Context: an optimization exercise on an open-source flow, tuned for small area. The choices shown serve that exercise and are no tape-out recipe.
At most, simulation tests tie the RTL to the original design; equivalence was not proved.
Function not checked in run 1: the RTL went through the layout flow alone.
No activity file was given, so power comes from the tool's default toggle rates.

<file path="flow/config.mk">
export PLATFORM = sky130hd
export DESIGN_NAME = breakout_top
export DESIGN_NICKNAME = breakout_top
export VERILOG_FILES = /design/flow/design.v
export SDC_FILE = /design/flow/constraint.sdc
export NUM_CORES = 4
export LEC_CHECK = 0
export CAP_MARGIN = 20
export CORE_MARGIN = 2
export CORE_UTILIZATION = 40
export SLEW_MARGIN = 20
</file>
<file path="flow/constraint.sdc">
create_clock -name core_clock -period 10.0 [get_ports {clk}]
set_input_delay 2.0000 -clock core_clock [delete_from_list [all_inputs] [get_ports {clk}]]
set_output_delay 2.0000 -clock core_clock [all_outputs]
set_load 0.01 [all_outputs]
</file>
<file path="flow/design.v">
`default_nettype none
package breakout_pkg;
    localparam int coord_w    = 10;
    localparam int rgb_w      = 12;
    localparam int digit_w    = 4;
    localparam int num_bricks = 6;
    localparam logic [coord_w-1:0] x_max = 10'd639;
    localparam logic [coord_w-1:0] y_max = 10'd479;
    localparam logic [coord_w-1:0] refresh_row = 10'd481;
    localparam logic [coord_w-1:0] ball_size = 10'd8;
    localparam logic [coord_w-1:0] board_width  = 10'd64;
    localparam logic [coord_w-1:0] board_height = 10'd8;
    localparam logic [coord_w-1:0] brick_width  = 10'd30;
    localparam logic [coord_w-1:0] brick_height = 10'd30;
    localparam logic [rgb_w-1:0] board_rgb = 12'hFFF;
    localparam logic [rgb_w-1:0] brick_rgb = 12'hF00;
    localparam logic [rgb_w-1:0] ball_rgb = 12'hFF0;
    localparam logic [rgb_w-1:0] bg_rgb = 12'h000;
endpackage
`default_nettype wire
`default_nettype none
module ball_motion (
    input  logic                                clk,
    input  logic                                reset,
    input  logic                                pause,
    input  logic [breakout_pkg::coord_w-1:0]    x,
    input  logic [breakout_pkg::coord_w-1:0]    y,
    input  logic                                board_cov,
    input  logic [breakout_pkg::num_bricks-1:0] cov,
    output logic [breakout_pkg::coord_w-1:0]    ball_x,
    output logic [breakout_pkg::coord_w-1:0]    ball_y,
    output logic                                s0,
    output logic                                step,
    output logic                                collision,
    output logic [breakout_pkg::coord_w-1:0]    p,
    output logic [breakout_pkg::coord_w-1:0]    q29,
    output logic                                q29_lo,
    output logic [breakout_pkg::coord_w-1:0]    q63,
    output logic                                q63_lo,
    output logic [breakout_pkg::coord_w-1:0]    q7,
    output logic                                q7_lo,
    output logic [breakout_pkg::coord_w-1:0]    v,
    output logic [breakout_pkg::coord_w-1:0]    v29,
    output logic                                v29_lo,
    output logic [breakout_pkg::coord_w-1:0]    v7,
    output logic                                v7_lo
);
    localparam int W = breakout_pkg::coord_w;
    function automatic logic [10:0] subk(input logic [9:0] a, input logic [9:0] k);
        logic [9:0] d;
        logic b;
        b = 1'b0;
        for (int i = 0; i < 10; i++) begin
            d[i] = a[i] ^ k[i] ^ b;
            b = (~a[i] & (k[i] | b)) | (k[i] & b);
        end
        subk = {b, d};
    endfunction
    function automatic logic ge(input logic [9:0] a, input logic [9:0] b);
        logic c;
        c = 1'b1;
        for (int i = 0; i < 10; i++)
            c = (a[i] & ~b[i]) | ((a[i] | ~b[i]) & c);
        ge = c;
    endfunction
    function automatic logic [9:0] add7(input logic [9:0] a);
        logic [9:0] s;
        logic c;
        s[0] = ~a[0];
        s[1] = ~(a[1] ^ a[0]);
        c = a[1] | a[0];
        s[2] = ~(a[2] ^ c);
        c = a[2] | c;
        for (int i = 3; i < 10; i++) begin
            s[i] = a[i] ^ c;
            c = a[i] & c;
        end
        add7 = s;
    endfunction
    logic dir_x_n;   
    logic dir_y_n;   
    logic [W-1:0] ball_r;
    logic [W-1:0] ball_b;
    logic [W-1:0] q;
    logic any_hit;
    logic dx_n_next;
    logic dy_n_next;
    assign s0   = (x == 10'd0) && (y == breakout_pkg::refresh_row);
    assign step = s0 & ~pause;
    assign ball_r = add7(ball_x);
    assign ball_b = add7(ball_y);
    assign p = s0 ? ball_r : x;
    assign q = s0 ? ball_x : x;
    assign v = s0 ? ball_b : y;
    assign {q29_lo, q29} = subk(q, 10'd29);
    assign {q63_lo, q63} = subk(q, 10'd63);
    assign {q7_lo,  q7}  = subk(q, 10'd7);
    assign {v29_lo, v29} = subk(v, 10'd29);
    assign {v7_lo,  v7}  = subk(v, 10'd7);
    assign any_hit   = |cov;
    assign collision = step & any_hit;
    always_comb begin
        dx_n_next = dir_x_n;
        if (ge(ball_x, 10'd632) && ge(10'd1016, ball_x)) dx_n_next = 1'b1;
        if (ball_x == 10'd0)                          dx_n_next = 1'b0;
        dy_n_next = dir_y_n;
        if (ge(ball_y, 10'd472) && ge(10'd1016, ball_y)) dy_n_next = 1'b1;
        if (ball_y == 10'd0)                          dy_n_next = 1'b0;
        if (board_cov)                                dy_n_next = 1'b1;
        if (any_hit)                                  dy_n_next = ~dir_y_n;
    end
    function automatic logic [9:0] move1(input logic [9:0] a, input logic down);
        logic [9:0] r;
        logic t;
        t = 1'b1;
        for (int i = 0; i < 10; i++) begin
            r[i] = a[i] ^ t;
            t = t & (a[i] ^ down);
        end
        move1 = r;
    endfunction
    always_ff @(posedge clk or posedge reset) begin
        if (reset) begin
            ball_x  <= '0;
            ball_y  <= '0;
            dir_x_n <= 1'b0;
            dir_y_n <= 1'b0;
        end else if (step) begin
            dir_x_n <= dx_n_next;
            dir_y_n <= dy_n_next;
            ball_x  <= move1(ball_x, dir_x_n);
            ball_y  <= move1(ball_y, dir_y_n);
        end
    end
endmodule
`default_nettype wire
`default_nettype none
module brick_cell (
    input  logic                             clk,
    input  logic                             reset,
    input  logic [breakout_pkg::coord_w-1:0] p,
    input  logic [breakout_pkg::coord_w-1:0] q29,
    input  logic                             q29_lo,
    input  logic [breakout_pkg::coord_w-1:0] v,
    input  logic [breakout_pkg::coord_w-1:0] v29,
    input  logic                             v29_lo,
    input  logic [breakout_pkg::coord_w-1:0] brick_x,
    input  logic [breakout_pkg::coord_w-1:0] brick_y,
    input  logic                             step,
    output logic                             cov,
    output logic                             on0
);
    function automatic logic ge(input logic [9:0] a, input logic [9:0] b);
        logic c;
        c = 1'b1;
        for (int i = 0; i < 10; i++)
            c = (a[i] & ~b[i]) | ((a[i] | ~b[i]) & c);
        ge = c;
    endfunction
    logic gone;      
    logic x_in;
    logic y_in;
    logic x_wrap;    
    logic y_wrap;
    assign x_wrap = ge(brick_x, 10'd995);
    assign y_wrap = ge(brick_y, 10'd995);
    assign x_in = ge(p, brick_x) & (q29_lo | ge(brick_x, q29)) & ~x_wrap;
    assign y_in = ge(v, brick_y) & (v29_lo | ge(brick_y, v29)) & ~y_wrap;
    assign cov  = ~gone & x_in & y_in;
    assign on0 = ~gone & (brick_x == 10'd0) &
                 ge(brick_y, 10'd452) & ge(10'd481, brick_y);
    always_ff @(posedge clk or posedge reset) begin
        if (reset) begin
            gone <= 1'b0;
        end else if (step && cov) begin
            gone <= 1'b1;
        end
    end
endmodule
`default_nettype wire
`default_nettype none
module score_bcd (
    input  logic                             clk,
    input  logic                             reset,
    input  logic                             collision,
    output logic [breakout_pkg::digit_w-1:0] thous,
    output logic [breakout_pkg::digit_w-1:0] huns,
    output logic [breakout_pkg::digit_w-1:0] tens,
    output logic [breakout_pkg::digit_w-1:0] ones
);
    function automatic logic [3:0] inc(input logic [3:0] d);
        logic [3:0] n;
        logic nine;
        nine = d[3] & ~d[2] & ~d[1] & d[0];
        n[0] = ~d[0] & ~nine;
        n[1] = (d[1] ^ d[0]) & ~nine;
        n[2] = (d[2] ^ (d[1] & d[0])) & ~nine;
        n[3] = (d[3] ^ (d[2] & d[1] & d[0])) & ~nine;
        inc = n;
    endfunction
    logic ones_wrap;
    logic tens_wrap;
    logic huns_wrap;
    assign ones_wrap = (ones == 4'd9);
    assign tens_wrap = ones_wrap && (tens == 4'd9);
    assign huns_wrap = tens_wrap && (huns == 4'd9);
    always_ff @(posedge clk or posedge reset) begin
        if (reset) begin
            ones  <= '0;
            tens  <= '0;
            huns  <= '0;
            thous <= '0;
        end else if (collision) begin
            ones <= inc(ones);
            if (ones_wrap) tens  <= inc(tens);
            if (tens_wrap) huns  <= inc(huns);
            if (huns_wrap) thous <= inc(thous);
        end
    end
endmodule
`default_nettype wire
`default_nettype none
module pixel_render (
    input  logic                                video_on,
    input  logic [breakout_pkg::coord_w-1:0]    x,
    input  logic [breakout_pkg::coord_w-1:0]    y,
    input  logic                                s0,
    input  logic [breakout_pkg::coord_w-1:0]    board_x,
    input  logic [breakout_pkg::coord_w-1:0]    board_y,
    input  logic [breakout_pkg::coord_w-1:0]    p,
    input  logic [breakout_pkg::coord_w-1:0]    q63,
    input  logic                                q63_lo,
    input  logic [breakout_pkg::coord_w-1:0]    q7,
    input  logic                                q7_lo,
    input  logic [breakout_pkg::coord_w-1:0]    v,
    input  logic [breakout_pkg::coord_w-1:0]    v7,
    input  logic                                v7_lo,
    input  logic [breakout_pkg::coord_w-1:0]    ball_x,
    input  logic [breakout_pkg::coord_w-1:0]    ball_y,
    input  logic [breakout_pkg::num_bricks-1:0] cov,
    input  logic [breakout_pkg::num_bricks-1:0] on0,
    output logic                                board_cov,
    output logic [breakout_pkg::rgb_w-1:0]      rgb
);
    function automatic logic ge(input logic [9:0] a, input logic [9:0] b);
        logic c;
        c = 1'b1;
        for (int i = 0; i < 10; i++)
            c = (a[i] & ~b[i]) | ((a[i] | ~b[i]) & c);
        ge = c;
    endfunction
    logic board_on;
    logic brick_on;
    logic ball_on;
    assign board_cov = ge(p, board_x) & (q63_lo | ge(board_x, q63)) & ~ge(board_x, 10'd961) &
                       ge(v, board_y) & (v7_lo | ge(board_y, v7)) & ~ge(board_y, 10'd1017);
    assign board_on = s0 ? ((board_x == 10'd0) & ge(board_y, 10'd474) & ge(10'd481, board_y))
                         : board_cov;
    assign brick_on = s0 ? |on0 : |cov;
    assign ball_on  = s0 ? ((ball_x == 10'd0) & ge(ball_y, 10'd474) & ge(10'd481, ball_y))
                         : ge(p, ball_x) & (q7_lo | ge(ball_x, q7)) & ~ge(ball_x, 10'd1017) &
                           ge(v, ball_y) & (v7_lo | ge(ball_y, v7)) & ~ge(ball_y, 10'd1017);
    assign rgb[11:8] = {4{video_on & (board_on | brick_on | ball_on)}};
    assign rgb[7:4]  = {4{video_on & (board_on | (~brick_on & ball_on))}};
    assign rgb[3:0]  = {4{video_on & board_on}};
endmodule
`default_nettype wire
`default_nettype none
module breakout_top (
    input  logic                                clk,
    input  logic                                reset,
    input  logic                                pause,
    input  logic                                video_on,
    input  logic [breakout_pkg::coord_w-1:0]    x,
    input  logic [breakout_pkg::coord_w-1:0]    y,
    input  logic [breakout_pkg::coord_w-1:0]    board_x,
    input  logic [breakout_pkg::coord_w-1:0]    board_y,
    input  logic [breakout_pkg::num_bricks-1:0][breakout_pkg::coord_w-1:0] brick_x,
    input  logic [breakout_pkg::num_bricks-1:0][breakout_pkg::coord_w-1:0] brick_y,
    output logic [breakout_pkg::rgb_w-1:0]      rgb,
    output logic                                collision,
    output logic [breakout_pkg::digit_w-1:0]    thous,
    output logic [breakout_pkg::digit_w-1:0]    huns,
    output logic [breakout_pkg::digit_w-1:0]    tens,
    output logic [breakout_pkg::digit_w-1:0]    ones
);
    localparam int W  = breakout_pkg::coord_w;
    localparam int NB = breakout_pkg::num_bricks;
    logic [W-1:0] ball_x;
    logic [W-1:0] ball_y;
    logic         s0;
    logic         step;
    logic [W-1:0] p;         
    logic [W-1:0] q29;       
    logic         q29_lo;    
    logic [W-1:0] q63;       
    logic         q63_lo;
    logic [W-1:0] q7;        
    logic         q7_lo;
    logic [W-1:0] v;         
    logic [W-1:0] v29;       
    logic         v29_lo;
    logic [W-1:0] v7;        
    logic         v7_lo;
    logic [NB-1:0] cov;      
    logic [NB-1:0] on0;      
    logic          board_cov;
    logic          board_on0;
    ball_motion u_ball (
        .clk       (clk),
        .reset     (reset),
        .pause     (pause),
        .x         (x),
        .y         (y),
        .board_cov (board_cov),
        .cov       (cov),
        .ball_x    (ball_x),
        .ball_y    (ball_y),
        .s0        (s0),
        .step      (step),
        .collision (collision),
        .p         (p),
        .q29       (q29),
        .q29_lo    (q29_lo),
        .q63       (q63),
        .q63_lo    (q63_lo),
        .q7        (q7),
        .q7_lo     (q7_lo),
        .v         (v),
        .v29       (v29),
        .v29_lo    (v29_lo),
        .v7        (v7),
        .v7_lo     (v7_lo)
    );
    for (genvar i = 0; i < NB; i++) begin : g_brick
        brick_cell u_brick (
            .clk     (clk),
            .reset   (reset),
            .p       (p),
            .q29     (q29),
            .q29_lo  (q29_lo),
            .v       (v),
            .v29     (v29),
            .v29_lo  (v29_lo),
            .brick_x (brick_x[i]),
            .brick_y (brick_y[i]),
            .step    (step),
            .cov     (cov[i]),
            .on0     (on0[i])
        );
    end
    score_bcd u_score (
        .clk       (clk),
        .reset     (reset),
        .collision (collision),
        .thous     (thous),
        .huns      (huns),
        .tens      (tens),
        .ones      (ones)
    );
    pixel_render u_render (
        .video_on  (video_on),
        .x         (x),
        .y         (y),
        .s0        (s0),
        .board_x   (board_x),
        .board_y   (board_y),
        .p         (p),
        .q63       (q63),
        .q63_lo    (q63_lo),
        .q7        (q7),
        .q7_lo     (q7_lo),
        .v         (v),
        .v7        (v7),
        .v7_lo     (v7_lo),
        .ball_x    (ball_x),
        .ball_y    (ball_y),
        .cov       (cov),
        .on0       (on0),
        .board_cov (board_cov),
        .rgb       (rgb)
    );
endmodule
`default_nettype wire
</file>
<file path="flow/run.sh">
#!/bin/bash
# synth_recipe.tcl (not shown) runs the flow's synth.tcl, then flattens the netlist and writes it again
# the make line also repeats each setting of config.mk as NAME=value (left out here)
make -C /OpenROAD-flow-scripts/flow DESIGN_CONFIG=/design/flow/config.mk WORK_HOME=/design/flow/orfs CLKGATE_MAP_FILE= SYNTH_SCRIPT=/design/flow/synth_recipe.tcl finish
</file>
==> results of run 1 <==
repair_timing:
item / CTS / global route
resized for setup: 14 / 25
pin swaps: 6 / 9
setup buffers: 2 / 1
setup endpoints to repair: 9 / 13
metal layers:
| metal | track usage [%] | up-vias | share of wire (%) |
|---|---|---|---|
| met5 | 0 | - | 0 |
| met4 | 15.8 | 0 | 4.5 |
| met3 | 4.66 | 122 | 8.4 |
| met2 | 59.3 | 698 | 45 |
| met1 | 48.0 | 6290 | 42 |
| li1 | - | 6069 | - |
synth_stat cells, types with 27 or more instances:
cell      instances
inv_1            76
nand2_1         122
a31oi_1          35
o31ai_1          27
o21ai_0          98
maj3_1           34
o22ai_1          36
nor2_1          108
clkbuf_1         72
nand3_1          36
nor3_1           58
a21oi_1         101
a211oi_1         30
ha_1             67
dfrtp_1          44
worst max path at each step:
stage | end | slack (ns) | cells past startpoint
floorplan | rgb[5] | 0.56 | 27
global placement | rgb[5] | -0.29 | 29
detailed placement | rgb[11] | -0.41 | 29
CTS | collision | 0.005 | 30
global route | rgb[1] | 0.001 | 27
finish | rgb[11] | 0.24 | 30
through the flow:
| stage | cell area (µm²) | utilization (%) | setup TNS [ns] | std cells | hold WS, ns |
|---|---|---|---|---|---|
| finish | 13200 | 53.0 | 0 | 1994 | 0.510 |
| global route | 13200 | 53.0 | 0 | 1994 | 0.532 |
| CTS | 13100 | 52.7 | 0 | 1992 | 0.514 |
| detailed placement | 12900 | 51.6 | -3.49 | 1982 | 0.497 |
| global placement | 12900 | 51.6 | -2.43 | 1982 | 0.492 |
| floorplan | 10100 | - | 0 | 1445 | 0.451 |
logic make-up (layout without fill, tap and decap cells):
group / Yosys count / count (layout)
flops: 44 / 44
xor+xnor: 30 / 30
other cells: 0 / 1
mux: 5 / 5
buf+inv: 190 / 408
simple gates: 510 / 510
compound gates: 562 / 562
fa+ha+maj: 104 / 104
cell type report:
cell class / instances / area share [%]
Antenna cell: 1 / 0.0189
Clock buffer: 5 / 0.946
Clock inverter: 3 / 0.378
Inverter: 81 / 2.31
Multi-Input combinational cell: 1211 / 63.0
Sequential cell: 44 / 8.32
Tap cell: 330 / 3.12
Timing Repair Buffer: 319 / 21.9
placed cells by master (no fill, tap or decap), types with 25 or more instances in the layout:
master           instances
nor3_1                  57
nand3_1                 36
clkdlybuf4s50_1        183
nand4_1                 25
o22ai_1                 36
o31ai_1                 27
dfrtp_1                 44
a211oi_1                29
nand2_1                122
maj3_1                  34
ha_1                    67
o21ai_0                 96
nor2b_1                 25
a31oi_1                 32
nor2_1                 108
inv_1                   75
buf_4                  127
a21oi_1                101
critical path: cells and delay by family:
kind | cells | cell delay (ns)
AOI/OAI and AO/OA | 7 | 1.38
adders and majority gates | 9 | 1.60
buffers and inverters | 10 | 1.51
and+or+nand+nor | 4 | 1.27
where the power goes:
part	total (mW)	switching (mW)	internal, mW
combinational	0.531	0.302	0.229
clock	0.213	0.0914	0.121
sequential	0.178	0.00000376	0.178
state kept, by name, summed over array words and instances, names as in the netlist:
signal,flops
u_ball.ball_x,10
u_ball.ball_y,10
u_score.tens,4
u_score.huns,4
u_score.thous,4
u_ball.dir_x_n,1
g_brick.u_brick.gone,6
u_ball.dir_y_n,1
u_score.ones,4
==> reports/results.tsv, run 1 <==
metric	value	unit
status	no timing/DRC/antenna violations	
Critical Path AT	7.76	ns
Compound-Gate Fraction of Synth Area	39.6	%
CTS clk-pin slew, worst paths	0.08	ns
area grow syn2layout	31.5	%
Worst path max stage delay	0.48	ns
CTS Buffer Depth	2	
xor and xnor area share after synthesis	2.61	%
Total GRT Usage	36.3	%
CTS tree	done	
pin count of the biggest net entering global routing	45	
Filler cells	2481	
Synth Area per Inst	6.96	µm²
asr flop ratio synth	100	%
register area share after synthesis	10.9	%
vias in the first global route	12500	
Synth warnings	4	
starting DRC count in detailed routing	1472	
Avg Vias per Cell	6.61	
P_leak	5.33	nW
Crit path top cell by count	ha_1	
cell taking the most area after synthesis	dfrtp_1	
Die Span Y	163	µm
core area	25000	µm²
Hold Path End	g_brick[1].u_brick.gone$_DFFE_PP0P_	
largest family of logic cells by synthesized area	compound AO/OA/AOI/OAI gates	
register area	1100	µm²
critical path fanouts, max	9	
DIE AREA	26400	µm²
worst rel slew slack	31.8	%
reg-to-reg startpoint	u_ball.ball_y[1]$_DFFE_PP0P_	
R2R depth	28	
initial antenna violation count	1	
Post-Syn Area	10100	µm²
Synth Instances	1445	
drc violations	0	
total wire length	49300	µm
DRT antenna net count	0	
clock root buffer	clkbuf_16	
area of the multi-input gates	8330	µm²
dpl ws	-0.407	ns
number of I/O pins	193	
top cell type's share of synthesized area	10.9	%
share of layout cells above drive strength 1	12.2	%
WS Path Type	input pin to primary output	
Critical Path Start Type	input pin	
post-synthesis cell type count	98	
final worst-path setup slack	0.238	ns
Clock Latency Late Sink	0.31	ns
# clock sinks	44	
Worst EP required	8.00	ns
via count	13200	
wire length per cell	24.7	µm
cell row count	58	
MaxCap Viol Count	0	
Most used DFF post-synth	dfrtp_1	
Critical Path End Type	primary output	
worst hold path stage count	1	
first-pass GRT wire length	73900	µm
post-synthesis adder-cell area fraction	12.1	%
EDFF count, synth	0	
# H-tree levels	2	
min Tclk post-route	9.76	ns
VDD IR-drop max	0.0886	mV
Num CTS Buffers	5	
final net count	1893	
mux contribution to synthesized area	0.547	%
R2R Path End	u_score.thous[2]$_DFFE_PP0P_	
Total Power	0.922	mW
slowest CP cell	nor4_4	
Initial Util	40.3	%
fmax	102	MHz
Final Hold Viols	0	
Synthesized Nets	1676	
grt total ovfl	0	
First-pass DRT Iterations	6	
HP Class	flip-flop to flip-flop	
reg2reg setup slack	3.75	ns
hold buffers post-CTS	0	
power per cell area	69.7	nW/µm²
Routability Congestion	1.02	
register bit count reported by yosys	44	
PortBufs	192	
Setup-failing EPs final	0	
Setup crit start	x[1]	
HPWL after DPL	39400	µm
worst slew pin tran	1.02	ns
RSZ-0062 raised after global routing	no	
Layout Skew	0.00936	ns
Post-Synth Simple-Gate Area	26.4	%
Period Utilization, post-route	97.6	%
Die X-Extent	163	µm
Worst Hold Launch	g_brick[1].u_brick.gone$_DFFE_PP0P_	
Pins Over Slew Limit	0	
synth top area cells	dfrtp_1 (11%), ha_1 (8.3%), a21oi_1 (5.0%)	
==> run 2, diff against run 1 <==
--- a/flow/design.v
+++ b/flow/design.v
@@ -46,6 +46,13 @@
     output logic                                v7_lo
 );
     localparam int W = breakout_pkg::coord_w;
+    function automatic logic ge(input logic [9:0] a, input logic [9:0] b);
+        logic c;
+        c = 1'b1;
+        for (int i = 0; i < 10; i++)
+            c = (a[i] & ~b[i]) | ((a[i] | ~b[i]) & c);
+        ge = c;
+    endfunction
     function automatic logic [10:0] subk(input logic [9:0] a, input logic [9:0] k);
         logic [9:0] d;
         logic b;
@@ -56,13 +63,6 @@
         end
         subk = {b, d};
     endfunction
-    function automatic logic ge(input logic [9:0] a, input logic [9:0] b);
-        logic c;
-        c = 1'b1;
-        for (int i = 0; i < 10; i++)
-            c = (a[i] & ~b[i]) | ((a[i] | ~b[i]) & c);
-        ge = c;
-    endfunction
     function automatic logic [9:0] add7(input logic [9:0] a);
         logic [9:0] s;
         logic c;
@@ -77,21 +77,32 @@
         end
         add7 = s;
     endfunction
-    logic dir_x_n;   
-    logic dir_y_n;   
+    function automatic logic [9:0] move1(input logic [9:0] a, input logic up);
+        logic [9:0] r;
+        logic t;
+        t = 1'b1;
+        for (int i = 0; i < 10; i++) begin
+            r[i] = a[i] ^ t;
+            t = t & ~(a[i] ^ up);
+        end
+        move1 = r;
+    endfunction
+    logic dir_x;
+    logic dir_y;
     logic [W-1:0] ball_r;
     logic [W-1:0] ball_b;
     logic [W-1:0] q;
     logic any_hit;
-    logic dx_n_next;
-    logic dy_n_next;
+    logic dir_x_next;
+    logic dir_y_next;
     assign s0   = (x == 10'd0) && (y == breakout_pkg::refresh_row);
     assign step = s0 & ~pause;
     assign ball_r = add7(ball_x);
     assign ball_b = add7(ball_y);
-    assign p = s0 ? ball_r : x;
-    assign q = s0 ? ball_x : x;
-    assign v = s0 ? ball_b : y;
+    assign p = x | ({W{s0}} & ball_r);
+    assign q = x | ({W{s0}} & ball_x);
+    assign v = (y | ({W{s0}} & ball_b & ~breakout_pkg::refresh_row)) &
+               ~({W{s0}} & ~ball_b & breakout_pkg::refresh_row);
     assign {q29_lo, q29} = subk(q, 10'd29);
     assign {q63_lo, q63} = subk(q, 10'd63);
     assign {q7_lo,  q7}  = subk(q, 10'd7);
@@ -100,36 +111,26 @@
     assign any_hit   = |cov;
     assign collision = step & any_hit;
     always_comb begin
-        dx_n_next = dir_x_n;
-        if (ge(ball_x, 10'd632) && ge(10'd1016, ball_x)) dx_n_next = 1'b1;
-        if (ball_x == 10'd0)                          dx_n_next = 1'b0;
-        dy_n_next = dir_y_n;
-        if (ge(ball_y, 10'd472) && ge(10'd1016, ball_y)) dy_n_next = 1'b1;
-        if (ball_y == 10'd0)                          dy_n_next = 1'b0;
-        if (board_cov)                                dy_n_next = 1'b1;
-        if (any_hit)                                  dy_n_next = ~dir_y_n;
+        dir_x_next = dir_x;
+        if (ge(ball_x, 10'd632) && ge(10'd1016, ball_x)) dir_x_next = 1'b0;
+        if (ball_x == 10'd0)                              dir_x_next = 1'b1;
+        dir_y_next = dir_y;
+        if (ge(ball_y, 10'd472) && ge(10'd1016, ball_y)) dir_y_next = 1'b0;
+        if (ball_y == 10'd0)                              dir_y_next = 1'b1;
+        if (board_cov)                                    dir_y_next = 1'b0;
+        if (any_hit)                                      dir_y_next = ~dir_y;
     end
-    function automatic logic [9:0] move1(input logic [9:0] a, input logic down);
-        logic [9:0] r;
-        logic t;
-        t = 1'b1;
-        for (int i = 0; i < 10; i++) begin
-            r[i] = a[i] ^ t;
-            t = t & (a[i] ^ down);
-        end
-        move1 = r;
-    endfunction
     always_ff @(posedge clk or posedge reset) begin
         if (reset) begin
-            ball_x  <= '0;
-            ball_y  <= '0;
-            dir_x_n <= 1'b0;
-            dir_y_n <= 1'b0;
+            ball_x <= '0;
+            ball_y <= '0;
+            dir_x  <= 1'b1;
+            dir_y  <= 1'b1;
         end else if (step) begin
-            dir_x_n <= dx_n_next;
-            dir_y_n <= dy_n_next;
-            ball_x  <= move1(ball_x, dir_x_n);
-            ball_y  <= move1(ball_y, dir_y_n);
+            dir_x  <= dir_x_next;
+            dir_y  <= dir_y_next;
+            ball_x <= move1(ball_x, dir_x);
+            ball_y <= move1(ball_y, dir_y);
         end
     end
 endmodule
@@ -157,23 +158,18 @@
             c = (a[i] & ~b[i]) | ((a[i] | ~b[i]) & c);
         ge = c;
     endfunction
-    logic gone;      
+    logic visible;
     logic x_in;
     logic y_in;
-    logic x_wrap;    
-    logic y_wrap;
-    assign x_wrap = ge(brick_x, 10'd995);
-    assign y_wrap = ge(brick_y, 10'd995);
-    assign x_in = ge(p, brick_x) & (q29_lo | ge(brick_x, q29)) & ~x_wrap;
-    assign y_in = ge(v, brick_y) & (v29_lo | ge(brick_y, v29)) & ~y_wrap;
-    assign cov  = ~gone & x_in & y_in;
-    assign on0 = ~gone & (brick_x == 10'd0) &
-                 ge(brick_y, 10'd452) & ge(10'd481, brick_y);
+    assign x_in = ge(p, brick_x) & (q29_lo | ge(brick_x, q29)) & ~ge(brick_x, 10'd995);
+    assign y_in = ge(v, brick_y) & (v29_lo | ge(brick_y, v29)) & ~ge(brick_y, 10'd995);
+    assign cov  = visible & x_in & y_in;
+    assign on0 = visible & (brick_x == 10'd0) & ge(brick_y, 10'd452) & ge(10'd481, brick_y);
     always_ff @(posedge clk or posedge reset) begin
         if (reset) begin
-            gone <= 1'b0;
+            visible <= 1'b1;
         end else if (step && cov) begin
-            gone <= 1'b1;
+            visible <= 1'b0;
         end
     end
 endmodule
==> reports/results.tsv, run 2 <==
metric	value	unit	change
fin util	54.4	%	was 53.0%
biggest regs	u_ball.ball_x x10, u_ball.ball_y x10, g_brick.u_brick.visible x6		was u_ball.ball_x x10, u_ball.ball_y x10, g_brick.u_brick.gone x6
Total Power	0.822	mW	was 0.922 mW
slowest CP cell	clkdlybuf4s50_1		was nor4_4
Worst Path Buf+Inv	8		was 10
# clock sinks	44		unchanged
initial antenna violation count	0		was 1
fmax	103	MHz	was 102 MHz
starting DRC count in detailed routing	1357		was 1472
register bit count reported by yosys	44		unchanged
Critical Path End Type	primary output		unchanged
Layout Skew	0.0149	ns	was 0.00936 ns
grt total ovfl	0		unchanged
asr flop ratio synth	100	%	unchanged
EDFF count, synth	0		unchanged
CTS tree	done		unchanged
HP Class	flip-flop to flip-flop		unchanged
Period Utilization, post-route	97.2	%	was 97.6%
Clock Latency Late Sink	0.31	ns	about the same
PortBufs	192		unchanged
Die X-Extent	156	µm	was 163 µm
cell row count	55		was 58
Post-Syn Area	9270	µm²	was 10100 µm²
Total GRT Usage	34.1	%	was 36.3%
Compound-Gate Fraction of Synth Area	39.9	%	was 39.6%
commonest non-fill, non-tap cell in the layout	clkdlybuf4s50_1		unchanged
post-synthesis adder-cell area fraction	13.2	%	was 12.1%
Initial Util	40.8	%	was 40.3%
P_leak	5.16	nW	was 5.33 nW
# diodes	0		was 1
final net count	1781		was 1893
xor and xnor area share after synthesis	2.74	%	was 2.61%
total wire length	43000	µm	was 49300 µm
First-pass DRT Iterations	7		was 6
Critical Path Start Type	input pin		unchanged
register area share after synthesis	12.0	%	was 10.9%
number of I/O pins	193		unchanged
total negative slack	0	ns	unchanged
Setup-failing EPs final	0		unchanged
area grow syn2layout	33.3	%	was 31.5%
MaxCap Viol Count	0		unchanged
Pins Over Slew Limit	0		unchanged
Routability Congestion	1.01		was 1.02
Worst EP required	8.00	ns	about the same
first-pass GRT wire length	64200	µm	was 73900 µm
fin cells	1835		was 1994
Final Hold Viols	0		unchanged
Synthesized Nets	1548		was 1676
RSZ-0062 raised after global routing	no		unchanged
VDD IR-drop max	0.0677	mV	was 0.0886 mV
Avg Vias per Cell	6.44		was 6.61
status	no timing/DRC/antenna violations		unchanged
share of layout cells above drive strength 1	11.9	%	was 12.2%
worst slew pin tran	0.892	ns	was 1.02 ns
Most used DFF post-synth	dfrtp_1		unchanged
Critical Path AT	7.72	ns	was 7.76 ns
wire length per cell	23.4	µm	was 24.7 µm
DIE AREA	24400	µm²	was 26400 µm²
commonest cells after routing, fill and taps aside	clkdlybuf4s50_1 (168), buf_4 (124), a21oi_1 (103), o21ai_0 (97), nand2_1 (94)		was clkdlybuf4s50_1 (183), buf_4 (127), nand2_1 (122), nor2_1 (108), a21oi_1 (101)
Die Span Y	156	µm	was 163 µm
Num CTS Buffers	5		unchanged
HPWL after DPL	34600	µm	was 39400 µm
top cell type's share of synthesized area	9.72	%	was 10.9%
min Tclk post-route	9.72	ns	was 9.76 ns
Top Family by Delay on Critical Path	adder cells		unchanged
WS Path Type	input pin to primary output		unchanged
via count	11800		was 13.2k
power per cell area	66.5	nW/µm²	was 69.7 nW/µm²
# H-tree levels	2		unchanged
worst rel slew slack	40.5	%	was 31.8%
Crit path top cell by count	ha_1		unchanged
Synth Area per Inst	7.04	µm²	was 6.96 µm²
cell taking the most area after synthesis	dfrtp_1		unchanged
Synth Instances	1316		was 1445
count leader, synth	a21oi_1		was nand2_1
Worst path max stage delay	0.53	ns	was 0.48 ns
Synth warnings	4		unchanged
mux contribution to synthesized area	0.702	%	was 0.547%
hold buffers post-CTS	0		unchanged
synth top area cells	dfrtp_1 (9.7%), ha_1 (9.2%), a21oi_1 (5.6%)		was dfrtp_1 (11%), ha_1 (8.3%), a21oi_1 (5.0%)
CTS Buffer Depth	2		unchanged
Placed Instances	1822		was 1982
pin count of the biggest net entering global routing	45		unchanged
clock root buffer	clkbuf_16		unchanged
core area	22700	µm²	was 25000 µm²
vias in the first global route	10500		was 12.5k
largest family of logic cells by synthesized area	compound AO/OA/AOI/OAI gates		unchanged
CTS clk-pin slew, worst paths	0.07	ns	was 0.08 ns
worst hold margin	0.499	ns	was 0.510 ns
critical path fanouts, max	7		was 9
Post-Synth Simple-Gate Area	23.5	%	was 26.4%
drc violations	0		unchanged
post-synthesis cell type count	89		was 98
DRT antenna net count	0		unchanged
synth cell count leaders	a21oi_1 (103), o21ai_0 (101), nand2_1 (94)		was nand2_1 (122), nor2_1 (108), a21oi_1 (101)
Filler cells	2204		was 2481
[run 2: what timing repair did]
item                       4_1_cts  5_1_grt
setup endpoints to repair        9       13
pin swaps                        3       10
gates resized for setup         11       31
setup buffers                    1        4
[run 2: routing by layer]
metal,track usage [%],share of wire [%],wire (µm)
met5,0,0,0
met4,6.33,2.0,861
met3,4.65,9.3,4010
met2,51.6,43,18500
met1,51.7,46,19600
[run 2: worst reg2reg max path: cells and delay by family (launching register included)]
kind	cells	cell delay, ns
flip-flops	1	0.50
buffers and inverters	5	0.84
AO/OA/AOI/OAI	6	1.71
AND/OR/NAND/NOR	6	0.66
adder cells (fa/ha/maj)	10	2.11
multiplexers	1	0.31
[run 2: power by group]
part / leakage [nW] / total, mW / internal [mW] / switching (mW)
combinational: 4.56 / 0.455 / 0.200 / 0.255
sequential: 0.529 / 0.178 / 0.178 / 0.00000334
clock: 0.0691 / 0.189 / 0.100 / 0.0894
total: 5.16 / 0.822 / 0.478 / 0.344
[run 2: final timing paths]
path                       cells past startpoint  slack, ns                              startpoint                                      to
hold / removal                                 1       0.50  g_brick[4].u_brick.visible$_DFFE_PP1P_  g_brick[4].u_brick.visible$_DFFE_PP1P_
setup / recovery                              27       0.28                                    y[7]                                  rgb[0]
hold reg to reg                                1       0.50  g_brick[4].u_brick.visible$_DFFE_PP1P_  g_brick[4].u_brick.visible$_DFFE_PP1P_
max in group asynchronous                      2       7.35                                   reset            u_ball.ball_y[1]$_DFFE_PP0P_
min in group asynchronous                      2       2.13                                   reset             u_score.ones[1]$_DFFE_PP0P_
setup reg to reg                              28       3.75            u_ball.ball_y[0]$_DFFE_PP0P_             u_score.huns[1]$_DFFE_PP0P_
[run 2: area by class of cell]
cell class / instances / area, µm² / area share (%)
clock buffer: 6 / 139 / 1.12
multi-input combinational: 1098 / 7530 / 60.9
clock inverter: 2 / 15.0 / 0.121
timing repair buffer: 316 / 2890 / 23.4
sequential: 44 / 1110 / 8.99
inverter: 84 / 317 / 2.56
tap: 285 / 357 / 2.89
[run 2: stage by stage]
step | setup slack (ns) | instance area, µm²
after floorplan | 0.435 | 9270
after global placement | -0.161 | 12100
after detailed placement | -0.299 | 12100
after CTS | 0.0163 | 12200
after global routing | 0.0196 | 12400
final | 0.283 | 12400
[run 2: cell families (layout without fill, tap and decap cells)]
kind of cell | Yosys count | in the layout
adder cells (fa/ha/maj) | 105 | 105
flip-flops | 44 | 44
XOR/XNOR | 29 | 29
multiplexers | 6 | 6
buffers and inverters | 174 | 408
AND/OR/NAND/NOR | 433 | 433
AO/OA/AOI/OAI | 525 | 525
==> run 3, diff against run 2 <==
--- a/flow/config.mk
+++ b/flow/config.mk
@@ -8,4 +8,5 @@
 export CAP_MARGIN = 20
 export CORE_MARGIN = 2
 export CORE_UTILIZATION = 40
+export GPL_TIMING_DRIVEN = 0
 export SLEW_MARGIN = 20
==> reports/results.tsv, run 3 <==
metric	value	unit	change
EDFF count, synth	0		unchanged
Final Hold Viols	0		unchanged
top cell type's share of synthesized area	9.72	%	unchanged
Setup-failing EPs final	0		unchanged
Avg Vias per Cell	6.52		was 6.44
worst slew pin tran	0.825	ns	was 0.892 ns
critical path fanouts, max	10		was 7
Critical Path AT	7.75	ns	was 7.72 ns
vias in the first global route	10700		was 10.5k
WS Path Type	input pin to primary output		unchanged
biggest regs	u_ball.ball_x x10, u_ball.ball_y x10, g_brick.u_brick.visible x6		unchanged
Period Utilization, post-route	97.5	%	was 97.2%
P_leak	4.73	nW	was 5.16 nW
pin count of the biggest net entering global routing	30		was 45
min Tclk post-route	9.75	ns	was 9.72 ns
Post-Syn Area	9270	µm²	unchanged
CTS clk-pin slew, worst paths	0.09	ns	was 0.07 ns
Crit path top cell by count	ha_1		unchanged
wire length per cell	24.1	µm	was 23.4 µm
HP Class	flip-flop to flip-flop		unchanged
Layout Skew	0.0172	ns	was 0.0149 ns
starting DRC count in detailed routing	1418		was 1357
commonest non-fill, non-tap cell in the layout	clkdlybuf4s50_1		unchanged
First-pass DRT Iterations	8		was 7
Synth Instances	1316		unchanged
via count	11900		was 11.8k
register area share after synthesis	12.0	%	unchanged
PortBufs	183		was 192
Pins Over Slew Limit	0		unchanged
slowest CP cell	or4_1		was clkdlybuf4s50_1
Final Cell Area	12100	µm²	was 12400 µm²
DRT antenna net count	0		unchanged
CTS tree	done		unchanged
asr flop ratio synth	100	%	unchanged
RSZ-0062 raised after global routing	yes		was no
area grow syn2layout	30.5	%	was 33.3%
# clock sinks	44		unchanged
reg-to-reg startpoint	u_ball.ball_y[0]$_DFFE_PP0P_		unchanged
core area	22700	µm²	unchanged
register bit count reported by yosys	44		unchanged
DP Area	11500	µm²	was 12100 µm²
R2R Path End	u_score.huns[1]$_DFFE_PP0P_		unchanged
Num CTS Buffers	5		unchanged
Total GRT Usage	35.0	%	was 34.1%
power per cell area	65.9	nW/µm²	was 66.5 nW/µm²
fmax	103	MHz	about the same
drc violations	0		unchanged
initial antenna violation count	1		was 0
Synthesized Nets	1548		unchanged
R2R depth	29		was 28
clock root buffer	clkbuf_16		unchanged
reg2reg setup slack	2.79	ns	was 3.75 ns
Die Span Y	156	µm	unchanged
Synth Area per Inst	7.04	µm²	unchanged
total wire length	44000	µm	was 43000 µm
Worst path max stage delay	0.43	ns	was 0.53 ns
final net count	1767		was 1781
worst hold path stage count	1		unchanged
cell taking the most area after synthesis	dfrtp_1		unchanged
HPWL after DPL	35200	µm	was 34600 µm
cell row count	55		unchanged
hold buffers post-CTS	0		unchanged
Synth warnings	4		unchanged
number of I/O pins	193		unchanged
status	no timing/DRC/antenna violations		unchanged
Die X-Extent	156	µm	unchanged
post-synthesis cell type count	89		unchanged
synth cell count leaders	a21oi_1 (103), o21ai_0 (101), nand2_1 (94)		unchanged
commonest cells after routing, fill and taps aside	clkdlybuf4s50_1 (155), a21oi_1 (101), o21ai_0 (97), nand2_1 (92), nor2_1 (90)		was clkdlybuf4s50_1 (168), buf_4 (124), a21oi_1 (103), o21ai_0 (97), nand2_1 (94)
synth top area cells	dfrtp_1 (9.7%), ha_1 (9.2%), a21oi_1 (5.6%)		unchanged
Clock Latency Late Sink	0.31	ns	about the same
first-pass GRT wire length	65600	µm	was 64200 µm
worst rel slew slack	44.3	%	was 40.5%
count leader, synth	a21oi_1		unchanged
Most used DFF post-synth	dfrtp_1		unchanged
VDD IR-drop max	0.0580	mV	was 0.0677 mV
Critical Path End Type	primary output		unchanged
DIE AREA	24400	µm²	unchanged
share of layout cells above drive strength 1	10.9	%	was 11.9%
Worst Hold Launch	g_brick[0].u_brick.visible$_DFFE_PP1P_		was g_brick[4].u_brick.visible$_DFFE_PP1P_
Initial Util	40.8	%	unchanged
Worst EP required	8.00	ns	about the same
grt total ovfl	0		unchanged
Critical Path Start Type	input pin		unchanged
# H-tree levels	2		unchanged
MaxCap Viol Count	0		unchanged
CTS Buffer Depth	2		unchanged
Hold Path End	g_brick[0].u_brick.visible$_DFFE_PP1P_		was g_brick[4].u_brick.visible$_DFFE_PP1P_
Routability Congestion	0.964		was 1.01
total negative slack	0	ns	unchanged
==> run 3: changes by cell type in the layout (fill, tap and decap cells not counted), moves of 4 or more <==
cell	delta
clkbuf_2	+14
buf_4	-81
buf_2	+21
clkdlybuf4s50_1	-13
dlymetal6s2s_1	-18
dlygate4sd2_1	+6
buf_1	+4
clkbuf_1	+41
==> run 3: worst max-delay path, delay by kind of cell <==
family,cells,cell delay [ns]
adders and majority gates,7,1.28
AOI/OAI and AO/OA,6,1.00
and+or+nand+nor,10,2.19
buffers and inverters,7,1.26
==> run 3: layer usage <==
layer,GRT usage (%),share of wire [%],wire [µm],up-vias
li1,-,-,-,5572
met1,51.4,45,19900,5578
met2,52.8,43,18800,660
met3,4.76,9.1,3990,73
met4,10.4,2.9,1290,0
met5,0,0,0,-
==> run 3: worst max path at each step <==
stage	slack, ns	start	to
after global placement	-2.34	x[3]	rgb[10]
final	0.25	y[2]	rgb[7]
after global routing	-0.03	y[2]	rgb[5]
after CTS	0.006	x[2]	rgb[10]
after floorplan	0.43	x[8]	rgb[10]
after detailed placement	-2.36	x[3]	rgb[10]
==> run 3: power breakdown <==
part | total (mW) | internal [mW] | switching, mW
Combinational | 0.434 | 0.178 | 0.256
Clock | 0.186 | 0.0950 | 0.0908
Sequential | 0.178 | 0.178 | 0.00000139
Total | 0.797 | 0.451 | 0.346
==> run 3: per-stage QoR <==
step | worst slack [ns] | power, mW | std cells | hold slack (ns) | utilization [%]
floorplan | 0.435 | 0.400 | 1316 | 0.442 | -
global placement | -2.34 | 0.585 | 1784 | 0.482 | 50.5
detailed placement | -2.36 | 0.588 | 1785 | 0.483 | 50.6
CTS | 0.00579 | 0.782 | 1813 | 0.497 | 52.8
global route | -0.0281 | 0.836 | 1822 | 0.506 | 53.3
finish | 0.252 | 0.797 | 1822 | 0.498 | 53.3
==> run 3: layout make-up <==
cell class              count  area [µm²]
diodes                      1        2.50
plain buffers              87         472
clock buffers               5         125
clock inverters             3        25.0
fillers                  2261       10600
inverters                  84         318
multi-input cells        1098        7670
flip-flops and latches     44        1110
well taps                 285         357
repair buffers            215        2010
==> run 3: kinds of logic (layout without fill, tap and decap cells) <==
family	count (synthesis)	count (layout)	share of synthesized area, %
simple gates	433	433	23.5
other cells	0	1	0
compound gates	525	525	39.9
mux	6	6	0.702
flops	44	44	12.0
fa+ha+maj	105	105	13.2
buf+inv	174	394	7.99
xor+xnor	29	29	2.74
==> run 3: repair_timing <==
action,CTS,global route
hold endpoints to repair,0,0
endpoints found under the setup margin,13,13
buffers inserted,22,9
gates resized for setup,86,51
pin swaps,19,16
cloned,0,0
==> run 4, diff against run 3 <==
--- a/flow/design.v
+++ b/flow/design.v
@@ -77,10 +77,10 @@
         end
         add7 = s;
     endfunction
-    function automatic logic [9:0] move1(input logic [9:0] a, input logic up);
+    function automatic logic [9:0] move1(input logic [9:0] a, input logic up, input logic en);
         logic [9:0] r;
         logic t;
-        t = 1'b1;
+        t = en;
         for (int i = 0; i < 10; i++) begin
             r[i] = a[i] ^ t;
             t = t & ~(a[i] ^ up);
@@ -126,11 +126,13 @@
             ball_y <= '0;
             dir_x  <= 1'b1;
             dir_y  <= 1'b1;
-        end else if (step) begin
-            dir_x  <= dir_x_next;
-            dir_y  <= dir_y_next;
-            ball_x <= move1(ball_x, dir_x);
-            ball_y <= move1(ball_y, dir_y);
+        end else begin
+            if (step) begin
+                dir_x <= dir_x_next;
+                dir_y <= dir_y_next;
+            end
+            ball_x <= move1(ball_x, dir_x, step);
+            ball_y <= move1(ball_y, dir_y, step);
         end
     end
 endmodule
@@ -168,8 +170,8 @@
     always_ff @(posedge clk or posedge reset) begin
         if (reset) begin
             visible <= 1'b1;
-        end else if (step && cov) begin
-            visible <= 1'b0;
+        end else begin
+            visible <= visible & ~(step & cov);
         end
     end
 endmodule
@@ -184,20 +186,20 @@
     output logic [breakout_pkg::digit_w-1:0] tens,
     output logic [breakout_pkg::digit_w-1:0] ones
 );
-    function automatic logic [3:0] inc(input logic [3:0] d);
-        logic [3:0] n;
+    function automatic logic [3:0] inc(input logic [3:0] d, input logic en);
         logic nine;
+        logic [3:0] t;
         nine = d[3] & ~d[2] & ~d[1] & d[0];
-        n[0] = ~d[0] & ~nine;
-        n[1] = (d[1] ^ d[0]) & ~nine;
-        n[2] = (d[2] ^ (d[1] & d[0])) & ~nine;
-        n[3] = (d[3] ^ (d[2] & d[1] & d[0])) & ~nine;
-        inc = n;
+        t[0] = 1'b1;
+        t[1] = d[0] & ~nine;
+        t[2] = d[1] & d[0];
+        t[3] = (d[2] & d[1] & d[0]) | nine;
+        inc = d ^ ({4{en}} & t);
     endfunction
     logic ones_wrap;
     logic tens_wrap;
     logic huns_wrap;
-    assign ones_wrap = (ones == 4'd9);
+    assign ones_wrap = collision && (ones == 4'd9);
     assign tens_wrap = ones_wrap && (tens == 4'd9);
     assign huns_wrap = tens_wrap && (huns == 4'd9);
     always_ff @(posedge clk or posedge reset) begin
@@ -206,11 +208,11 @@
             tens  <= '0;
             huns  <= '0;
             thous <= '0;
-        end else if (collision) begin
-            ones <= inc(ones);
-            if (ones_wrap) tens  <= inc(tens);
-            if (tens_wrap) huns  <= inc(huns);
-            if (huns_wrap) thous <= inc(thous);
+        end else begin
+            ones  <= inc(ones, collision);
+            tens  <= inc(tens, ones_wrap);
+            huns  <= inc(huns, tens_wrap);
+            thous <= inc(thous, huns_wrap);
         end
     end
 endmodule
==> flow/flow/run.sh (new file) <==
#!/bin/bash
# Layout flow: the standard flow, with two changes.
#  1. Synthesis is the standard one (same script, same passes, same registers),
#     but ABC maps the logic for area (flow/abc_area.script) instead of the
#     speed script.
#  2. Port buffers are the smallest buffer, sky130_fd_sc_hd__buf_1.
# Each step's full output goes to a log file in this folder.
set -euo pipefail
W=$PWD

# a copy of ORFS's scripts whose ABC script is the area one
rm -rf "$W/scripts_area"
cp -r "$FLOW_HOME/scripts" "$W/scripts_area"
cp "$W/flow/abc_area.script" "$W/scripts_area/abc_speed.script"

bash standard.sh "SCRIPTS_DIR=$W/scripts_area" synth > "$W/run_synth.log" 2>&1
bash standard.sh "BUFFER_PORTS_ARGS=-buffer_cell sky130_fd_sc_hd__buf_1" finish > "$W/run_finish.log" 2>&1
==> flow/flow/abc_area.script (new file) <==
strash
ifraig
scorr
dc2
strash
&get -n
&dch -f
&nf -a
&put
topo
==> flow/standard.sh (new file) <==
#!/bin/bash
# synth_recipe.tcl (not shown) runs the flow's synth.tcl, then flattens the netlist and writes it again
# the make line also repeats each setting of config.mk as NAME=value (left out here)
make -C /OpenROAD-flow-scripts/flow DESIGN_CONFIG=/design/flow/config.mk WORK_HOME=/design/flow/orfs CLKGATE_MAP_FILE= SYNTH_SCRIPT=/design/flow/synth_recipe.tcl "${@:-finish}"
removed: flow/run.sh
==> reports/results.tsv, run 4 <==
metric	value	unit	change
vias in the first global route	8227		was 10.7k
DIE AREA	19200	µm²	was 24400 µm²
asr flop ratio synth	100	%	unchanged
CTS Buffer Depth	2		unchanged
min Tclk post-route	9.52	ns	was 9.75 ns
Crit path top cell by count	ha_1		unchanged
count leader, synth	a21oi_1		unchanged
drc violations	0		unchanged
# clock sinks	44		unchanged
worst rel slew slack	36.5	%	was 44.3%
cell taking the most area after synthesis	dfrtp_1		unchanged
number of I/O pins	193		unchanged
Routability Congestion	0.967		was 0.964
commonest cells after routing, fill and taps aside	buf_1 (192), a21oi_1 (89), a22oi_1 (85), o22ai_1 (78), o21ai_0 (77)		was clkdlybuf4s50_1 (155), a21oi_1 (101), o21ai_0 (97), nand2_1 (92), nor2_1 (90)
total wire length	27500	µm	was 44000 µm
Final Cell Area	8630	µm²	was 12100 µm²
HP Class	flip-flop to flip-flop		unchanged
Initial Util	40.5	%	was 40.8%
VDD IR-drop max	0.0613	mV	was 0.0580 mV
CTS clk-pin slew, worst paths	0.08	ns	was 0.09 ns
Worst path max stage delay	0.55	ns	was 0.43 ns
RSZ-0062 raised after global routing	no		was yes
Die X-Extent	139	µm	was 156 µm
CTS tree	done		unchanged
final net count	1404		was 1767
P_leak	3.08	nW	was 4.73 nW
core area	17900	µm²	was 22700 µm²
Synth Instances	974		was 1316
share of layout cells above drive strength 1	4.66	%	was 10.9%
first-pass GRT wire length	42400	µm	was 65600 µm
Period Utilization, post-route	95.2	%	was 97.5%
dpl ws	-0.498	ns	was -2.36 ns
Critical Path End Type	primary output		unchanged
total negative slack	0	ns	unchanged
synth top area cells	dfrtp_1 (12%), ha_1 (11%), a22oi_1 (8.8%)		was dfrtp_1 (9.7%), ha_1 (9.2%), a21oi_1 (5.6%)
Die Span Y	139	µm	was 156 µm
Total Power	0.669	mW	was 0.797 mW
register area share after synthesis	15.3	%	was 12.0%
worst slew pin tran	0.949	ns	was 0.825 ns
Num CTS Buffers	5		unchanged
synth cell count leaders	a21oi_1 (97), a22oi_1 (85), o21ai_0 (81)		was a21oi_1 (103), o21ai_0 (101), nand2_1 (94)
Synthesized Nets	1199		was 1548
Worst EP required	8.00	ns	about the same
HPWL after DPL	21700	µm	was 35200 µm
Most used DFF post-synth	dfrtp_1		unchanged
grt total ovfl	0		unchanged
via count	9343		was 11.9k
pin count of the biggest net entering global routing	28		was 30
commonest non-fill, non-tap cell in the layout	buf_1		was clkdlybuf4s50_1
Filler cells	1908		was 2261
Final Hold Viols	0		unchanged
final worst-path setup slack	0.479	ns	was 0.252 ns
Pint	0.410	mW	was 0.451 mW
area of the multi-input gates	5980	µm²	was 7670 µm²
First-pass DRT Iterations	6		was 8
part of the power in combinational logic	43.5	%	was 54.4%
Synth Area per Inst	7.45	µm²	was 7.04 µm²
Layout Skew	0.0125	ns	was 0.0172 ns
power per cell area	77.6	nW/µm²	was 65.9 nW/µm²
Total GRT Usage	26.6	%	was 35.0%
Seq pwr share	26.6	%	was 22.3%
post-synthesis cell type count	59		was 89
clock network fraction of design power	29.9	%	was 23.3%
sw frac	38.8	%	was 43.4%
Placed Instances	1398		was 1785
NetSw	0.260	mW	was 0.346 mW
EDFF count, synth	0		unchanged
slowest CP cell	nor3_4		was or4_1
Critical Path AT	7.52	ns	was 7.75 ns
MaxCap Viol Count	0		unchanged
Post-Syn Area	7250	µm²	was 9270 µm²
top cell type's share of synthesized area	12.4	%	was 9.72%
DP Area	8380	µm²	was 11500 µm²
status	no timing/DRC/antenna violations		unchanged
hold buffers post-CTS	0		unchanged
Worst Path Buf+Inv	6		was 7
# H-tree levels	2		unchanged
Top Family by Delay on Critical Path	simple AND/OR/NAND/NOR gates		unchanged
DRT antenna net count	0		unchanged
area grow syn2layout	19.0	%	was 30.5%
PortBufs	192		was 183
critical path fanouts, max	12		was 10
initial antenna violation count	0		was 1
Critical Path Start Type	input pin		unchanged
cell row count	49		was 55
Setup-failing EPs final	0		unchanged
WS Path Type	input pin to primary output		unchanged
clock root buffer	clkbuf_16		unchanged
Synth warnings	4		unchanged
biggest regs	u_ball.ball_x x10, u_ball.ball_y x10, g_brick.u_brick.visible x6		unchanged
Pins Over Slew Limit	0		unchanged
starting DRC count in detailed routing	797		was 1418
register area	1110	µm²	unchanged
wire length per cell	19.5	µm	was 24.1 µm
Avg Vias per Cell	6.63		was 6.52
fin cells	1410		was 1822
Clock Latency Late Sink	0.30	ns	was 0.31 ns
register bit count reported by yosys	44		unchanged
fmax	105	MHz	was 103 MHz
run 4: kinds of logic after synthesis:
logic type      synth area share [%]
fa+ha+maj                       11.8
flops                           15.3
mux                            0.431
buf+inv                         3.93
compound gates                  45.9
xor+xnor                        4.47
simple gates                    18.2
run 4: timing repair:
| action | CTS | global route |
|---|---|---|
| setup endpoints to repair | 9 | 12 |
| pin swaps | 0 | 1 |
| setup buffers | 0 | 2 |
| cloned | 0 | 1 |
| resized for setup | 2 | 7 |
run 4: path summary, 6_finish.rpt:
kind,slack [ns],cells after the start,start,end
worst max-delay path,0.48,27,y[3],rgb[11]
worst min-delay path,0.48,1,g_brick[5].u_brick.visible$_DFF_PP1_,g_brick[5].u_brick.visible$_DFF_PP1_
worst max register to register,2.80,24,u_ball.ball_y[0]$_DFF_PP0_,u_score.thous[2]$_DFF_PP0_
worst min register to register,0.48,1,g_brick[5].u_brick.visible$_DFF_PP1_,g_brick[5].u_brick.visible$_DFF_PP1_
max in group asynchronous,7.82,3,reset,u_ball.dir_y$_DFFE_PP1P_
min in group asynchronous,1.65,2,reset,u_ball.ball_x[0]$_DFF_PP0_
run 4: layer usage:
metal	track usage [%]	part of all wire, %	up-vias
li1	-	-	4443
met1	36.2	44	4458
met2	44.2	46	394
met3	3.45	7.1	48
met4	8.13	2.9	0
met5	0	0	-
run 4: layout make-up:
| class | count | area share [%] |
|---|---|---|
| antenna | 1 | 0.0290 |
| buffer | 9 | 0.783 |
| clock buffer | 5 | 1.45 |
| clock inverter | 3 | 0.537 |
| inverter | 58 | 2.54 |
| multi-input combinational | 864 | 69.3 |
| sequential | 44 | 12.9 |
| tap | 229 | 3.32 |
| timing repair buffer | 197 | 9.12 |
run 4: per-stage QoR:
step           hold slack, ns  util, %
6_report                0.478     48.2
5_1_grt                 0.487     48.2
4_1_cts                 0.476     47.8
3_5_place_dp            0.466     46.8
3_3_place_gp            0.459     46.1
2_1_floorplan           0.443        -
run 4: power by group through the flow:
stage	sequential (mW)	clock (mW)	combinational [mW]
6_report	0.178	0.200	0.291
5_1_grt	0.178	0.206	0.322
4_1_cts	0.178	0.203	0.286
3_5_place_dp	0.181	0	0.285
3_3_place_gp	0.181	0	0.279
2_1_floorplan	0.181	0	0.175
==> run 5, diff against run 4 <==
--- a/flow/design.v
+++ b/flow/design.v
@@ -37,13 +37,9 @@
     output logic                                q29_lo,
     output logic [breakout_pkg::coord_w-1:0]    q63,
     output logic                                q63_lo,
-    output logic [breakout_pkg::coord_w-1:0]    q7,
-    output logic                                q7_lo,
     output logic [breakout_pkg::coord_w-1:0]    v,
     output logic [breakout_pkg::coord_w-1:0]    v29,
-    output logic                                v29_lo,
-    output logic [breakout_pkg::coord_w-1:0]    v7,
-    output logic                                v7_lo
+    output logic                                v29_lo
 );
     localparam int W = breakout_pkg::coord_w;
     function automatic logic ge(input logic [9:0] a, input logic [9:0] b);
@@ -105,9 +101,7 @@
                ~({W{s0}} & ~ball_b & breakout_pkg::refresh_row);
     assign {q29_lo, q29} = subk(q, 10'd29);
     assign {q63_lo, q63} = subk(q, 10'd63);
-    assign {q7_lo,  q7}  = subk(q, 10'd7);
     assign {v29_lo, v29} = subk(v, 10'd29);
-    assign {v7_lo,  v7}  = subk(v, 10'd7);
     assign any_hit   = |cov;
     assign collision = step & any_hit;
     always_comb begin
@@ -228,11 +222,7 @@
     input  logic [breakout_pkg::coord_w-1:0]    p,
     input  logic [breakout_pkg::coord_w-1:0]    q63,
     input  logic                                q63_lo,
-    input  logic [breakout_pkg::coord_w-1:0]    q7,
-    input  logic                                q7_lo,
     input  logic [breakout_pkg::coord_w-1:0]    v,
-    input  logic [breakout_pkg::coord_w-1:0]    v7,
-    input  logic                                v7_lo,
     input  logic [breakout_pkg::coord_w-1:0]    ball_x,
     input  logic [breakout_pkg::coord_w-1:0]    ball_y,
     input  logic [breakout_pkg::num_bricks-1:0] cov,
@@ -247,17 +237,30 @@
             c = (a[i] & ~b[i]) | ((a[i] | ~b[i]) & c);
         ge = c;
     endfunction
+    function automatic logic in8(input logic [9:0] a, input logic [9:0] o);
+        logic c;
+        logic t;
+        logic eq;
+        c = 1'b0;
+        for (int i = 0; i < 3; i++)
+            c = (~a[i] & o[i]) | ((~a[i] | o[i]) & c);
+        t = c;
+        eq = 1'b1;
+        for (int i = 3; i < 10; i++) begin
+            eq = eq & ~(a[i] ^ o[i] ^ t);
+            t = t & o[i];
+        end
+        in8 = eq & ~(&o[9:3] & |o[2:0]);
+    endfunction
     logic board_on;
     logic brick_on;
     logic ball_on;
     assign board_cov = ge(p, board_x) & (q63_lo | ge(board_x, q63)) & ~ge(board_x, 10'd961) &
-                       ge(v, board_y) & (v7_lo | ge(board_y, v7)) & ~ge(board_y, 10'd1017);
+                       in8(v, board_y);
     assign board_on = s0 ? ((board_x == 10'd0) & ge(board_y, 10'd474) & ge(10'd481, board_y))
                          : board_cov;
     assign brick_on = s0 ? |on0 : |cov;
-    assign ball_on  = s0 ? ((ball_x == 10'd0) & ge(ball_y, 10'd474) & ge(10'd481, ball_y))
-                         : ge(p, ball_x) & (q7_lo | ge(ball_x, q7)) & ~ge(ball_x, 10'd1017) &
-                           ge(v, ball_y) & (v7_lo | ge(ball_y, v7)) & ~ge(ball_y, 10'd1017);
+    assign ball_on  = in8(x, ball_x) & in8(y, ball_y);
     assign rgb[11:8] = {4{video_on & (board_on | brick_on | ball_on)}};
     assign rgb[7:4]  = {4{video_on & (board_on | (~brick_on & ball_on))}};
     assign rgb[3:0]  = {4{video_on & board_on}};
@@ -293,13 +296,9 @@
     logic         q29_lo;    
     logic [W-1:0] q63;       
     logic         q63_lo;
-    logic [W-1:0] q7;        
-    logic         q7_lo;
     logic [W-1:0] v;         
     logic [W-1:0] v29;       
     logic         v29_lo;
-    logic [W-1:0] v7;        
-    logic         v7_lo;
     logic [NB-1:0] cov;      
     logic [NB-1:0] on0;      
     logic          board_cov;
@@ -322,13 +321,9 @@
         .q29_lo    (q29_lo),
         .q63       (q63),
         .q63_lo    (q63_lo),
-        .q7        (q7),
-        .q7_lo     (q7_lo),
         .v         (v),
         .v29       (v29),
-        .v29_lo    (v29_lo),
-        .v7        (v7),
-        .v7_lo     (v7_lo)
+        .v29_lo    (v29_lo)
     );
     for (genvar i = 0; i < NB; i++) begin : g_brick
         brick_cell u_brick (
@@ -366,11 +361,7 @@
         .p         (p),
         .q63       (q63),
         .q63_lo    (q63_lo),
-        .q7        (q7),
-        .q7_lo     (q7_lo),
         .v         (v),
-        .v7        (v7),
-        .v7_lo     (v7_lo),
         .ball_x    (ball_x),
         .ball_y    (ball_y),
         .cov       (cov),
==> reports/results.tsv, run 5 <==
metric	value	unit	change
status	no timing/DRC/antenna violations		unchanged
Total Power	0.624	mW	was 0.669 mW
Layout Skew	0.00898	ns	was 0.0125 ns
First-pass DRT Iterations	5		was 6
Routability Congestion	0.932		was 0.967
post-synthesis cell type count	57		was 59
WS Path Type	input pin to primary output		unchanged
drc violations	0		unchanged
Synthesized Nets	1162		was 1199
wire length per cell	18.7	µm	was 19.5 µm
Total GRT Usage	27.1	%	was 26.6%
worst slew pin tran	1.02	ns	was 0.949 ns
grt total ovfl	0		unchanged
register area share after synthesis	15.9	%	was 15.3%
Setup-failing EPs final	0		unchanged
clock root buffer	clkbuf_16		unchanged
P_leak	2.99	nW	was 3.08 nW
commonest non-fill, non-tap cell in the layout	buf_1		unchanged
# H-tree levels	2		unchanged
CTS Buffer Depth	2		unchanged
EDFF count, synth	0		unchanged
cell taking the most area after synthesis	dfrtp_1		unchanged
core area	17200	µm²	was 17900 µm²
count leader, synth	a21oi_1		unchanged
Synth Instances	954		was 974
biggest regs	u_ball.ball_x x10, u_ball.ball_y x10, g_brick.u_brick.visible x6		unchanged
MaxCap Viol Count	0		unchanged
Avg Vias per Cell	6.35		was 6.63
initial antenna violation count	1		was 0
number of I/O pins	193		unchanged
DIE AREA	18600	µm²	was 19200 µm²
Most used DFF post-synth	dfrtp_1		unchanged
CTS clk-pin slew, worst paths	0.06	ns	was 0.08 ns
cell row count	48		was 49
Final Hold Viols	0		unchanged
asr flop ratio synth	100	%	unchanged
HPWL after DPL	20700	µm	was 21700 µm
HP Class	flip-flop to flip-flop		unchanged
fmax	104	MHz	was 105 MHz
starting DRC count in detailed routing	574		was 797
Synth Area per Inst	7.34	µm²	was 7.45 µm²
worst rel slew slack	31.5	%	was 36.5%
total wire length	25900	µm	was 27500 µm
first-pass GRT wire length	40300	µm	was 42400 µm
synth cell count leaders	a21oi_1 (85), o22ai_1 (81), a22oi_1 (74)		was a21oi_1 (97), a22oi_1 (85), o21ai_0 (81)
fin util	48.6	%	was 48.2%
Die Span Y	136	µm	was 139 µm
Die X-Extent	136	µm	was 139 µm
VDD IR-drop max	0.0563	mV	was 0.0613 mV
Filler cells	1867		was 1908
hold buffers post-CTS	0		unchanged
# diodes	0		was 1
synth top area cells	dfrtp_1 (13%), a22oi_1 (7.9%), ha_1 (7.9%)		was dfrtp_1 (12%), ha_1 (11%), a22oi_1 (8.8%)
total negative slack	0	ns	unchanged
Worst EP required	8.00	ns	about the same
Post-Syn Area	7000	µm²	was 7250 µm²
dpl ws	-0.787	ns	was -0.498 ns
share of layout cells above drive strength 1	4.91	%	was 4.66%
commonest cells after routing, fill and taps aside	buf_1 (192), o22ai_1 (81), a21oi_1 (79), a22oi_1 (74), nand2_1 (69)		was buf_1 (192), a21oi_1 (89), a22oi_1 (85), o22ai_1 (78), o21ai_0 (77)
final net count	1369		was 1404
Critical Path End Type	primary output		unchanged
min Tclk post-route	9.65	ns	was 9.52 ns
final worst-path setup slack	0.346	ns	was 0.479 ns
Pins Over Slew Limit	0		unchanged
Critical Path Start Type	input pin		unchanged
PortBufs	192		unchanged
DRT antenna net count	0		unchanged
area grow syn2layout	19.2	%	was 19.0%
Num CTS Buffers	5		unchanged
vias in the first global route	8028		was 8227
pin count of the biggest net entering global routing	36		was 28
Critical Path AT	7.65	ns	was 7.52 ns
critical path fanouts, max	12		unchanged
register bit count reported by yosys	44		unchanged
power per cell area	74.7	nW/µm²	was 77.6 nW/µm²
CTS tree	done		unchanged
Initial Util	40.8	%	was 40.5%
Synth warnings	4		unchanged
Clock Latency Late Sink	0.30	ns	about the same
via count	8808		was 9343
top cell type's share of synthesized area	12.9	%	was 12.4%
Period Utilization, post-route	96.5	%	was 95.2%
# clock sinks	44		unchanged
run 5: area by class of cell:
type                    instances  area [µm²]  area share (%)
multi-input cells             852        5750            68.9
flip-flops and latches         44        1110            13.3
repair buffers                200         797            9.55
well taps                     225         282            3.37
inverters                      49         189            2.26
clock buffers                   5         125            1.50
plain buffers                   9        67.6           0.809
clock inverters                 3        23.8           0.285
run 5: final timing paths:
kind | startpoint | end | slack (ns) | cells after the start
hold reg to reg | g_brick[0].u_brick.visible$_DFF_PP1_ | g_brick[0].u_brick.visible$_DFF_PP1_ | 0.47 | 1
min in group asynchronous | reset | u_score.huns[0]$_DFF_PP0_ | 1.58 | 2
max in group asynchronous | reset | g_brick[4].u_brick.visible$_DFF_PP1_ | 7.90 | 3
hold / removal | g_brick[0].u_brick.visible$_DFF_PP1_ | g_brick[0].u_brick.visible$_DFF_PP1_ | 0.47 | 1
setup reg to reg | u_ball.ball_y[0]$_DFF_PP0_ | u_score.thous[1]$_DFF_PP0_ | 3.70 | 23
setup / recovery | y[7] | rgb[9] | 0.35 | 26
run 5: where the power goes:
part / leakage (nW) / internal [mW] / switching (mW) / total, mW
Clock: 0.0660 / 0.0931 / 0.0775 / 0.171
Combinational: 2.37 / 0.107 / 0.168 / 0.275
Sequential: 0.554 / 0.178 / 0.00000127 / 0.178
run 5: layer usage:
metal / vias up / part of all wire, % / global-route usage [%]
li1: 4276 / - / -
met1: 4177 / 43 / 35.2
met5: - / 0.046 / 0
met3: 37 / 7.1 / 4.74
met4: 2 / 1.9 / 6.54
met2: 316 / 48 / 46.4
run 5: repair_timing:
action / in CTS / in global routing
pin swaps: 1 / 1
resized for setup: 6 / 10
buffers inserted: 1 / 0
endpoints found under the setup margin: 9 / 8
run 5: cell families (layout without fill, tap and decap cells):
family          Yosys count  count (layout)  share of synthesized area, %
flops                    44              44                          15.9
xor+xnor                 66              66                          8.25
compound gates          445             445                          42.3
fa+ha+maj                47              47                          8.29
buf+inv                  58             266                          3.59
simple gates            291             291                          21.3
mux                       3               3                         0.482
run 5: critical path: stages:
cell and delay (ns):
buf_1 0.25, nand4b_1 0.25, nor4_4 0.41, nand2_1 0.31, o21ai_1 0.31, clkinv_1 0.11, ha_1 0.20, clkinv_1 0.04
ha_1 0.12, ha_1 0.14, ha_1 0.14, clkinv_1 0.06, ha_1 0.17, ha_1 0.18, ha_1 0.18, ha_1 0.18
ha_1 0.44, o22a_1 0.27, a221o_1 0.32, and4_1 0.17, or3_1 0.42, nor2_4 0.27, a21oi_1 0.17, o21a_1 0.27
buf_4 0.14, buf_1 0.12
run 5: per-stage QoR:
step	hold WS (ns)	cells	instance area [µm²]
after floorplan	0.445	954	7000
after global placement	0.459	1371	8010
after detailed placement	0.462	1377	8100
after CTS	0.471	1386	8280
after global routing	0.489	1387	8350
final	0.469	1387	8350

[separate check: timing with driven ports]
Ports are ideal in the flow. The routed layouts listed here were re-timed in OpenROAD. Step 1, drivers: a clkbuf_16 drives clk and a buf_2 each remaining input, both assumed. Step 2 adds t to the input delays and takes it off the output delays; t is the mean of the earliest and latest rising clock arrival at the registers after step 1. Input paths then give back, and output paths get back, about the clock's delay inside the block. Slacks: ideal / step 1 / step 2; pairs: ideal / step 1.
| run | shift t [ns] | setup slack, ns | worst setup path at the end | clock arrival spread, ns | worst data-port slew with drivers (ns) |
|---|---|---|---|---|---|
| run 1 | 0.346 | 0.238 / 0.214 / 0.214 | input to output | 0.009 / 0.009 | 0.08 |
| run 2 | 0.345 | 0.283 / 0.256 / 0.256 | input to output | 0.015 / 0.015 | 0.05 |
| run 3 | 0.347 | 0.252 / 0.222 / 0.222 | input to output | 0.018 / 0.017 | 0.08 |
| run 4 | 0.345 | 0.479 / 0.447 / 0.447 | input to output | 0.013 / 0.012 | 0.08 |
| run 5 | 0.334 | 0.346 / 0.323 / 0.323 | input to output | 0.009 / 0.009 | 0.06 |
After both steps every run listed still meets setup and hold. For run 4, which loses most, drivers alone change the setup slack by -0.032 ns; drivers and shift together by -0.032 ns.
